This design comes from an exercise in tuning for small area, a short achievable clock period and few clock cycles on the open sky130 flow, not from production work. The RTL was checked by simulation tests, not by an equivalence proof against the original design. Power and IR drop assume default switching activity.

File: flow/design.v
module square_matrix_rotate_clockwise (
	input  logic               clk,
	input  logic               arst_n,
	input  logic               start,
	output logic               busy,
	input  logic [1:0]         op,
	input  logic signed [31:0] elem_in,
	output logic               done,
	output logic signed [31:0] elem_out,
	output logic               last_elem,
	output logic               status,
	input  logic               cfg_valid,
	output logic               cfg_ready,
	input  logic               cfg_index,
	input  logic [4:0]         cfg_data
);
	localparam logic [1:0] OP_LOAD   = 2'd0;
	localparam logic [1:0] OP_ROTATE = 2'd1;
	localparam logic [1:0] OP_READ   = 2'd2;
	localparam logic [2:0] ST_RUN = 3'd0;
	localparam logic [2:0] ST_FIX = 3'd1;
	localparam logic [2:0] ST_MAT = 3'd2;
	localparam logic [2:0] ST_W1  = 3'd3;
	localparam logic [2:0] ST_W2  = 3'd4;
	localparam logic [2:0] ST_W3  = 3'd5;
	function automatic logic [5:0] xform(input logic [1:0] k, input logic [2:0] mm1,
		input logic [2:0] r, input logic [2:0] c);
		logic [2:0] pr, pc;
		pr = r;
		pc = c;
		if ((r <= mm1) && (c <= mm1)) begin
			case (k)
				2'd1: begin pr = mm1 - c; pc = r; end
				2'd2: begin pr = mm1 - r; pc = mm1 - c; end
				2'd3: begin pr = c; pc = mm1 - r; end
				default: begin pr = r; pc = c; end
			endcase
		end
		xform = {pr, pc};
	endfunction
	function automatic logic [2:0] clamp_m1(input logic [4:0] v);
		if (v == 5'd0) begin
			clamp_m1 = 3'd0;
		end else if (v > 5'd8) begin
			clamp_m1 = 3'd7;
		end else begin
			clamp_m1 = 3'(v - 5'd1);
		end
	endfunction
	logic [31:0] store_mem [64];
	logic        busy_q;
	logic        pend_v;
	logic [1:0]  pend_op;
	logic [31:0] pend_elem;
	logic [2:0] cols_m1, rows_m1;
	logic [3:0] lr, rr;
	logic [2:0] lc, rc;
	logic [5:0] llin, rlin;
	logic [1:0] fk;
	logic [2:0] fmm1;
	logic [2:0] state;
	logic [5:0]  raddr_q, waddr_q;
	logic        rv_q, rfirst_q, rlast_q;
	logic [5:0]  h1_addr;
	logic        h1_v, h1_first, h1_last;
	logic        mw_q, wlast_q;
	logic [31:0] tmp_q;
	logic [1:0] mk;
	logic [2:0] mmm1;
	logic [1:0] mi, mt;
	logic [2:0] mj;
	logic [5:0] frem_l, frem_r;
	logic [3:0] frow_l, frow_r;
	logic        done_q, last_q, status_q;
	logic [31:0] elem_out_q;
	assign busy      = busy_q;
	assign cfg_ready = !busy_q;
	assign done      = done_q;
	assign elem_out  = elem_out_q;
	assign last_elem = last_q;
	assign status    = status_q;
	logic acc, cfg_acc;
	assign acc     = start && !busy_q;
	assign cfg_acc = cfg_valid && !busy_q;
	logic cmd, is_load, is_read, is_rot;
	assign cmd     = pend_v;
	assign is_load = cmd && (pend_op == OP_LOAD);
	assign is_read = cmd && (pend_op == OP_READ);
	assign is_rot  = cmd && (pend_op == OP_ROTATE);
	logic       lwrap, rwrap;
	logic [2:0] elr, elc, err, erc;
	logic [5:0] ellin, erlin;
	logic       llast, rlast_pos;
	assign lwrap     = (lr > {1'b0, rows_m1});
	assign rwrap     = (rr > {1'b0, rows_m1});
	assign elr       = lwrap ? 3'd0 : lr[2:0];
	assign elc       = lwrap ? 3'd0 : lc;
	assign err       = rwrap ? 3'd0 : rr[2:0];
	assign erc       = rwrap ? 3'd0 : rc;
	assign ellin     = lwrap ? 6'd0 : llin;
	assign erlin     = rwrap ? 6'd0 : rlin;
	assign llast     = (elr == rows_m1) && (elc == cols_m1);
	assign rlast_pos = (err == rows_m1) && (erc == cols_m1);
	logic square, rot_mat;
	assign square  = (cols_m1 == rows_m1);
	assign rot_mat = square && (cols_m1 != 3'd0) && (fk != 2'd0) && (fmm1 != cols_m1);
	logic [3:0] lr_d, rr_d;
	logic [2:0] lc_d, rc_d;
	logic [5:0] llin_d, rlin_d;
	logic [1:0] fk_d;
	logic [2:0] fmm1_d;
	logic [2:0] state_d;
	always_comb begin
		lr_d   = lr;
		lc_d   = lc;
		llin_d = llin;
		rr_d   = rr;
		rc_d   = rc;
		rlin_d = rlin;
		fk_d   = fk;
		fmm1_d = fmm1;
		if (cmd) begin
			lr_d   = {1'b0, elr};
			lc_d   = elc;
			llin_d = ellin;
			rr_d   = {1'b0, err};
			rc_d   = erc;
			rlin_d = erlin;
			if (is_load) begin
				llin_d = llast ? 6'd0 : ellin + 6'd1;
				if (llast) begin
					lr_d = 4'd0;
					lc_d = 3'd0;
				end else if (elc == cols_m1) begin
					lr_d = {1'b0, elr} + 4'd1;
					lc_d = 3'd0;
				end else begin
					lc_d = elc + 3'd1;
				end
			end
			if (is_read) begin
				rlin_d = rlast_pos ? 6'd0 : erlin + 6'd1;
				if (rlast_pos) begin
					rr_d = 4'd0;
					rc_d = 3'd0;
				end else if (erc == cols_m1) begin
					rr_d = {1'b0, err} + 4'd1;
					rc_d = 3'd0;
				end else begin
					rc_d = erc + 3'd1;
				end
			end
			if (is_rot && square && (cols_m1 != 3'd0)) begin
				if ((fk == 2'd0) || rot_mat) begin
					fk_d   = 2'd1;
					fmm1_d = cols_m1;
				end else begin
					fk_d = fk + 2'd1;
				end
			end
		end
	end
	logic fl_step, fr_step;
	assign fl_step = (frem_l > {3'd0, cols_m1}) && (frow_l != 4'd8);
	assign fr_step = (frem_r > {3'd0, cols_m1}) && (frow_r != 4'd8);
	logic [2:0] ma, mb, map, mbp;
	logic [1:0] ms;
	logic [5:0] maddr;
	logic       mfirst, mlast, orbit_end, ring_end, move_end;
	logic [2:0] span_m1;
	assign ma  = {1'b0, mi};
	assign mb  = {1'b0, mi} + mj;
	assign map = mmm1 - {1'b0, mi};
	assign mbp = mmm1 - {1'b0, mi} - mj;
	always_comb begin
		case (mk)
			2'd1:    ms = mt;
			2'd3:    ms = 2'd0 - mt;
			default: ms = {mt[0], mt[1]};
		endcase
		case (ms)
			2'd0:    maddr = {ma, mb};
			2'd1:    maddr = {mbp, ma};
			2'd2:    maddr = {map, mbp};
			default: maddr = {mb, map};
		endcase
	end
	assign mfirst    = (mt == 2'd0) || ((mk == 2'd2) && (mt == 2'd2));
	assign mlast     = (mt == 2'd3) || ((mk == 2'd2) && (mt == 2'd1));
	assign span_m1   = mmm1 - {mi, 1'b0} - 3'd1;
	assign orbit_end = (mt == 2'd3);
	assign ring_end  = (mj == span_m1);
	assign move_end  = orbit_end && ring_end && ({1'b0, mmm1} <= {1'b0, mi, 1'b0} + 4'd2);
	logic fix_go;
	assign fix_go = cfg_acc && (cfg_index == 1'b0) && ((llin_d != 6'd0) || (rlin_d != 6'd0));
	always_comb begin
		state_d = state;
		unique case (state)
			ST_RUN: begin
				if (fix_go) begin
					state_d = ST_FIX;
				end else if (is_rot && rot_mat) begin
					state_d = ST_MAT;
				end
			end
			ST_FIX: begin
				if (!fl_step && !fr_step) begin
					state_d = ST_RUN;
				end
			end
			ST_MAT: begin
				if (move_end) begin
					state_d = ST_W1;
				end
			end
			ST_W1: state_d = ST_W2;
			ST_W2: state_d = ST_W3;
			ST_W3: state_d = fix_go ? ST_FIX : ST_RUN;
			default: state_d = ST_RUN;
		endcase
	end
	logic rot_mat_next;
	assign rot_mat_next = square && (cols_m1 != 3'd0) && (fk_d != 2'd0) && (fmm1_d != cols_m1);
	logic busy_d;
	assign busy_d = (state_d == ST_FIX) || (state_d == ST_MAT) || (state_d == ST_W1) ||
		(state_d == ST_W2) || (acc && (op == OP_ROTATE) && rot_mat_next);
	logic [5:0] laddr_n, raddr_n;
	logic       lwrap_n, rwrap_n;
	assign lwrap_n = (lr_d > {1'b0, rows_m1});
	assign rwrap_n = (rr_d > {1'b0, rows_m1});
	assign laddr_n = lwrap_n ? xform(fk_d, fmm1_d, 3'd0, 3'd0) : xform(fk_d, fmm1_d, lr_d[2:0], lc_d);
	assign raddr_n = rwrap_n ? xform(fk_d, fmm1_d, 3'd0, 3'd0) : xform(fk_d, fmm1_d, rr_d[2:0], rc_d);
	logic        we;
	logic [31:0] wdata;
	assign we    = is_load || mw_q;
	assign wdata = mw_q ? (wlast_q ? tmp_q : elem_out_q) : pend_elem;
	always_ff @(posedge clk) begin
		if (we) begin
			store_mem[waddr_q] <= wdata;
		end
		elem_out_q <= is_rot ? 32'd0 : store_mem[raddr_q];
	end
	always_ff @(posedge clk) begin
		pend_op   <= op;
		pend_elem <= elem_in;
		last_q    <= is_read && rlast_pos;
		status_q  <= is_rot && !square;
		if (h1_v && h1_first) begin
			tmp_q <= elem_out_q;
		end
		h1_addr  <= raddr_q;
		h1_first <= rfirst_q;
		h1_last  <= rlast_q;
		wlast_q  <= h1_last;
		if (state_d == ST_RUN) begin
			raddr_q <= raddr_n;
			waddr_q <= laddr_n;
		end else begin
			raddr_q <= maddr;
			waddr_q <= h1_addr;
		end
		rfirst_q <= mfirst;
		rlast_q  <= mlast;
		if (state == ST_RUN) begin
			mk   <= fk;
			mmm1 <= fmm1;
		end
		if (state_d != ST_MAT) begin
			mi <= 2'd0;
			mj <= 3'd0;
			mt <= 2'd0;
		end else begin
			mt <= mt + 2'd1;
			if (orbit_end) begin
				if (ring_end) begin
					mj <= 3'd0;
					mi <= mi + 2'd1;
				end else begin
					mj <= mj + 3'd1;
				end
			end
		end
		if (state != ST_FIX) begin
			frem_l <= llin_d;
			frem_r <= rlin_d;
			frow_l <= 4'd0;
			frow_r <= 4'd0;
		end else begin
			if (fl_step) begin
				frem_l <= frem_l - {3'd0, cols_m1} - 6'd1;
				frow_l <= frow_l + 4'd1;
			end
			if (fr_step) begin
				frem_r <= frem_r - {3'd0, cols_m1} - 6'd1;
				frow_r <= frow_r + 4'd1;
			end
		end
	end
	always_ff @(posedge clk or negedge arst_n) begin
		if (!arst_n) begin
			busy_q  <= 1'b0;
			pend_v  <= 1'b0;
			state   <= ST_RUN;
			cols_m1 <= 3'd7;
			rows_m1 <= 3'd7;
			lr      <= 4'd0;
			lc      <= 3'd0;
			llin    <= 6'd0;
			rr      <= 4'd0;
			rc      <= 3'd0;
			rlin    <= 6'd0;
			fk      <= 2'd0;
			fmm1    <= 3'd7;
			rv_q    <= 1'b0;
			h1_v    <= 1'b0;
			mw_q    <= 1'b0;
			done_q  <= 1'b0;
		end else begin
			busy_q <= busy_d;
			pend_v <= acc;
			state  <= state_d;
			done_q <= is_read || is_rot;
			if (cfg_acc) begin
				if (cfg_index == 1'b0) begin
					cols_m1 <= clamp_m1(cfg_data);
				end else begin
					rows_m1 <= clamp_m1(cfg_data);
				end
			end
			lr   <= lr_d;
			lc   <= lc_d;
			llin <= llin_d;
			rr   <= rr_d;
			rc   <= rc_d;
			rlin <= rlin_d;
			if ((state == ST_FIX) && !fl_step && !fr_step) begin
				lr <= frow_l;
				lc <= frem_l[2:0];
				rr <= frow_r;
				rc <= frem_r[2:0];
			end
			fk   <= fk_d;
			fmm1 <= fmm1_d;
			rv_q <= (state_d == ST_MAT) || ((state == ST_MAT) && (state_d == ST_W1));
			h1_v <= rv_q;
			mw_q <= h1_v;
		end
	end
endmodule
File: flow/run.sh
#!/bin/bash
# synth_recipe.tcl (not shown) runs the flow's synth.tcl, then flattens the netlist and writes it again
# the make line also repeats each setting of config.mk as NAME=value (left out here)
make -C /OpenROAD-flow-scripts/flow DESIGN_CONFIG=/design/flow/config.mk WORK_HOME=/design/flow/orfs CLKGATE_MAP_FILE= SYNTH_SCRIPT=/design/flow/synth_recipe.tcl finish
File: flow/config.mk
export PLATFORM = sky130hd
export DESIGN_NAME = square_matrix_rotate_clockwise
export DESIGN_NICKNAME = square_matrix_rotate_clockwise
export VERILOG_FILES = /design/flow/design.v
export SDC_FILE = /design/flow/constraint.sdc
export NUM_CORES = 4
export LEC_CHECK = 0
export CAP_MARGIN = 20
export CORE_MARGIN = 2
export CORE_UTILIZATION = 40
export SLEW_MARGIN = 20
File: flow/constraint.sdc
create_clock -name core_clock -period 8.0 [get_ports {clk}]
set_input_delay 1.6000 -clock core_clock [delete_from_list [all_inputs] [get_ports {clk}]]
set_output_delay 1.6000 -clock core_clock [all_outputs]
set_load 0.01 [all_outputs]
==> results.tsv <==
stage	metric	value	unit
floorplanning	die height	473.4	um
synthesis	Yosys cell types	76	
critical_path	CP arrival	6.55	ns
clocking	TritonCTS clock tree	yes	
synthesis	Post-Syn Instances	4055	
layout	commonest non-fill, non-tap cells in the layout	edfxtp_1 (2097), mux4_2 (660), clkbuf_16 (220)	
clocking	Clock Latency Late Sink	0.85	ns
floorplanning	site row count	172	
grt	first-pass GRT wire length	312900	um
clocking	CTS resizes	0	
critical_path	crit-path max FO	11	
layout	layout cells sized above 1	0.2809	
floorplanning	die area	0.2241	mm^2
timing	slew margin rel.	0.2041	
critical_path	worst setup path end	waddr_q[1]	
detailed_routing	overall routed net length	218100	um
flow_run	Max Cap Viol	0	
critical_path	R2R Setup Slk	2.16	ns
clocking	CTS root buffer	clkbuf_16	
clocking	setup bufs post-CTS	0	
power	worst vdd ir	207.4	uV
critical_path	reg2reg start	rows_m1[2]	
synthesis	Synth Flop Type	edfxtp_1	
critical_path	Worst setup SP type	flop	
critical_path	r2r endpoint	waddr_q[1]	
timing	hold slack	0.3218	ns
floorplanning	initial cell density of the core	0.4018	
detailed_routing	Detail Route Antenna Nets	0	
layout	Final Net Count	4400	
worst_hold_path	hold path startpoint	rfirst_q	
placed_design	Final HPWL DP	115600	um
grt	vias in the first global route	43050	
timing	setup violators final	0	
layout	Layout area overhead	14.58	%
floorplanning	Die W	473.4	um
grt	aggregate global-route resource usage	0.1948	
clocking	htree depth	4	
power	Total Power	31.25	mW
detailed_routing	DR vias	42470	
power	leakage	30.99	nW
timing	setup TNS	0	ns
timing	Max Freq	0.1713	GHz
timing	min Tclk post-route	5.837	ns
detailed_routing	WL/cell	29.71	um
timing	Layout Skew	0.03054	ns
worst_hold_path	Hold Path Class	reg2reg	
timing	fin. max-slew vios	0	
grt	global route total overflow	0	
detailed_routing	router iterations before antenna repair	5	
critical_path	crit path capture type	flop	
grt	largest net degree at the start of global routing	98	
critical_path	R2R depth	18	
detailed_routing	DR vias/cell	5.785	
synthesis	syn_area_per_cell	21.73	um^2
synthesis	Seq cells post-synth	2249	
clocking	CTS Hold Bufs	0	
floorplanning	Ports	81	
timing	Worst Tran Pin Value	1.161	ns
clocking	Clock Path Buffers	3	
grt	antenna violations before repair	12	
synthesis	Syn. warnings	1	
worst_hold_path	Worst Hold Depth	0	
synthesis	Post-Syn Nets	4169	
placed_design	RD Place Congestion	0.8296	
synthesis	number of flops mapped to enable cells by yosys	2097	
synthesis	Synth Cell Area	0.08812	mm^2
synthesis	Async S/R FF share, synth	0.02045	
power	Pwr Density	309.5	mW/mm^2
clocking	Clock Sink Count	2249	
critical_path	worst path required time	8.72	ns
clocking	CTS buffer count	218	
placed_design	IO Port Bufs	80	
clocking	Clock transition at path regs	0.06	ns
critical_path	Crit. Startpoint	rows_m1[2]	
critical_path	Setup CP Type	reg2reg	
detailed_routing	Initial DRC Count	4864	
timing	final period utilization	0.7297	
synthesis	register area share after synthesis	0.7519	
floorplanning	Core Area	0.2193	mm^2
run_status	outcome	complete, no violations	
detailed_routing	DRC violations left	0	
timing	RSZ-0062 raised after global routing	no	
timing	Final Hold Viols	0	
layout	commonest non-fill, non-tap cell in the layout	edfxtp_1	
==> per-layer routing <==
| layer | wire, um | vias to the layer above | GRT usage |
|---|---|---|---|
| met1 | 92450 | 23130 | 0.2778 |
| met3 | 14830 | 267 | 0.03120 |
| met4 | 4359 | 0 | 0.04811 |
| met2 | 106500 | 1610 | 0.3147 |
| met5 | 0 | - | 0 |
| li1 | - | 17460 | - |
==> area by class of cell <==
cell class / count / area [um^2]
clock inverter: 116 / 1359
inverter: 70 / 262.8
antenna: 5 / 12.51
fill: 17900 / 118300
sequential: 2249 / 66280
clock buffer: 283 / 5852
tap: 2871 / 3592
multi-input combinational: 1532 / 21680
timing repair buffer: 215 / 1934
==> critical path, cell delays in order, from the launching register on <==
cell and delay [ns]:
dfstp_2 0.62, inv_1 0.14, ha_1 0.34, and3b_1 0.20, o21ai_1 0.58, and3_1 0.32
o221a_2 0.26, o21ai_0 0.15, a22oi_1 0.54, inv_1 0.19, ha_1 0.33, a21o_1 0.16
a21oi_1 0.13, a31oi_1 0.06, a211oi_1 0.88, nor2_1 0.18, a22oi_1 0.24, o21ai_0 0.11
mux2_2 0.26
==> report_power, final <==
| group | internal (mW) | total [mW] | switching (mW) |
|---|---|---|---|
| combinational | 3.30 | 7.14 | 3.84 |
| sequential | 13.2 | 13.8 | 0.567 |
| clock | 5.93 | 10.3 | 4.38 |
==> cells by family (layout without fill, tap and decap cells) <==
group,count (synthesis),count (layout),synth area share
adder cells (fa/ha/maj),70,70,0.01079
multiplexers,742,742,0.1784
XOR/XNOR,37,37,0.003677
AO/OA/AOI/OAI,283,283,0.02128
other,0,5,0
AND/OR/NAND/NOR,400,400,0.02216
buffers and inverters,274,684,0.01183
flip-flops,2249,2249,0.7519
==> flip-flops by register name (all words and copies together), names as in the netlist, 4 cells and up <==
name,count
h1_addr,6
waddr_q,6
lr,4
rr,4
rlin,6
pend_elem,32
frem_r,6
frem_l,6
frow_r,4
llin,6
frow_l,4
raddr_q,6
store_mem,2048
tmp_q,32
elem_out_q,32
==> cells in the mapped netlist (4+ instances only) <==
cell type / instances / area, um^2
nor2_1: 164 / 615.6
a21o_1: 15 / 112.6
xor2_1: 16 / 140.1
nand4_1: 6 / 37.54
o31ai_1: 11 / 82.58
a31oi_1: 13 / 81.33
a21oi_1: 94 / 470.5
dfstp_2: 9 / 236.5
buf_1: 57 / 214.0
mux2_2: 17 / 191.4
nor3_1: 18 / 90.09
or3b_2: 4 / 35.03
inv_1: 70 / 262.8
nand2b_1: 17 / 106.4
buf_2: 5 / 25.02
o211ai_1: 6 / 45.04
xnor2_1: 21 / 183.9
clkbuf_1: 141 / 529.3
o21a_1: 4 / 30.03
mux2i_1: 62 / 620.6
edfxtp_1: 2097 / 62970
a22oi_1: 13 / 97.59
ha_1: 60 / 750.7
nor4bb_1: 4 / 40.04
o21ai_0: 44 / 220.2
fa_1: 10 / 200.2
dfxtp_1: 106 / 2122
or3_1: 8 / 50.05
nand3b_1: 11 / 82.58
o22ai_1: 5 / 31.28
and2_1: 27 / 168.9
nand3_1: 23 / 115.1
dfrtp_1: 37 / 925.9
nor2b_1: 23 / 143.9
nand2_1: 66 / 247.7
a211oi_1: 29 / 217.7
a22o_1: 4 / 35.03
a2111oi_0: 4 / 35.03
mux4_2: 660 / 14860
and3_1: 12 / 75.07
a222oi_1: 8 / 80.08
==> per-stage QoR <==
step           std cells  setup slack (ns)    util  cell area [um^2]
4_1_cts             7336             1.941  0.4604            101000
3_3_place_gp        6937             2.112  0.4275             93740
3_5_place_dp        6937             1.985  0.4275             93740
6_report            7341             2.163  0.4604            101000
2_1_floorplan       4055             2.971       -             88120
5_1_grt             7337             1.774  0.4604            101000
==> how the worst min path moves through the flow <==
stage                           to  slack, ns
after floorplan           h1_first       0.31
after global placement    h1_first       0.32
after detailed placement   wlast_q       0.32
after CTS                 h1_first       0.33
after global routing      h1_first       0.33
final                     h1_first       0.32
Testbench counts, summed over its fixed seeds: cycles 7,433.

==> what the ideal ports hide <==
How much do the figures lean on ideal ports? The routed layout below was timed once more, with nothing changed but the port constraints.
Step 1, drivers: a clkbuf_16 drives clk and a buf_2 each remaining input, both assumed.
Step 2 moves the port delays by t, midway between the first and last clock arrival at a register: inputs arrive t later, outputs are due t later. That takes back most of the time a late clock gives input paths.
a / b / c = no drivers / after step 1 / after step 2; a / b = the first two.
t (ns): 0.927
setup WS [ns]: 2.163 / 2.163 / 2.163
latest minus earliest clock arrival (ns): 0.033 / 0.033
After both steps this run still meets setup and hold. The setup slack of this run moves by 0.000 ns with the drivers and by 0.000 ns with both steps.
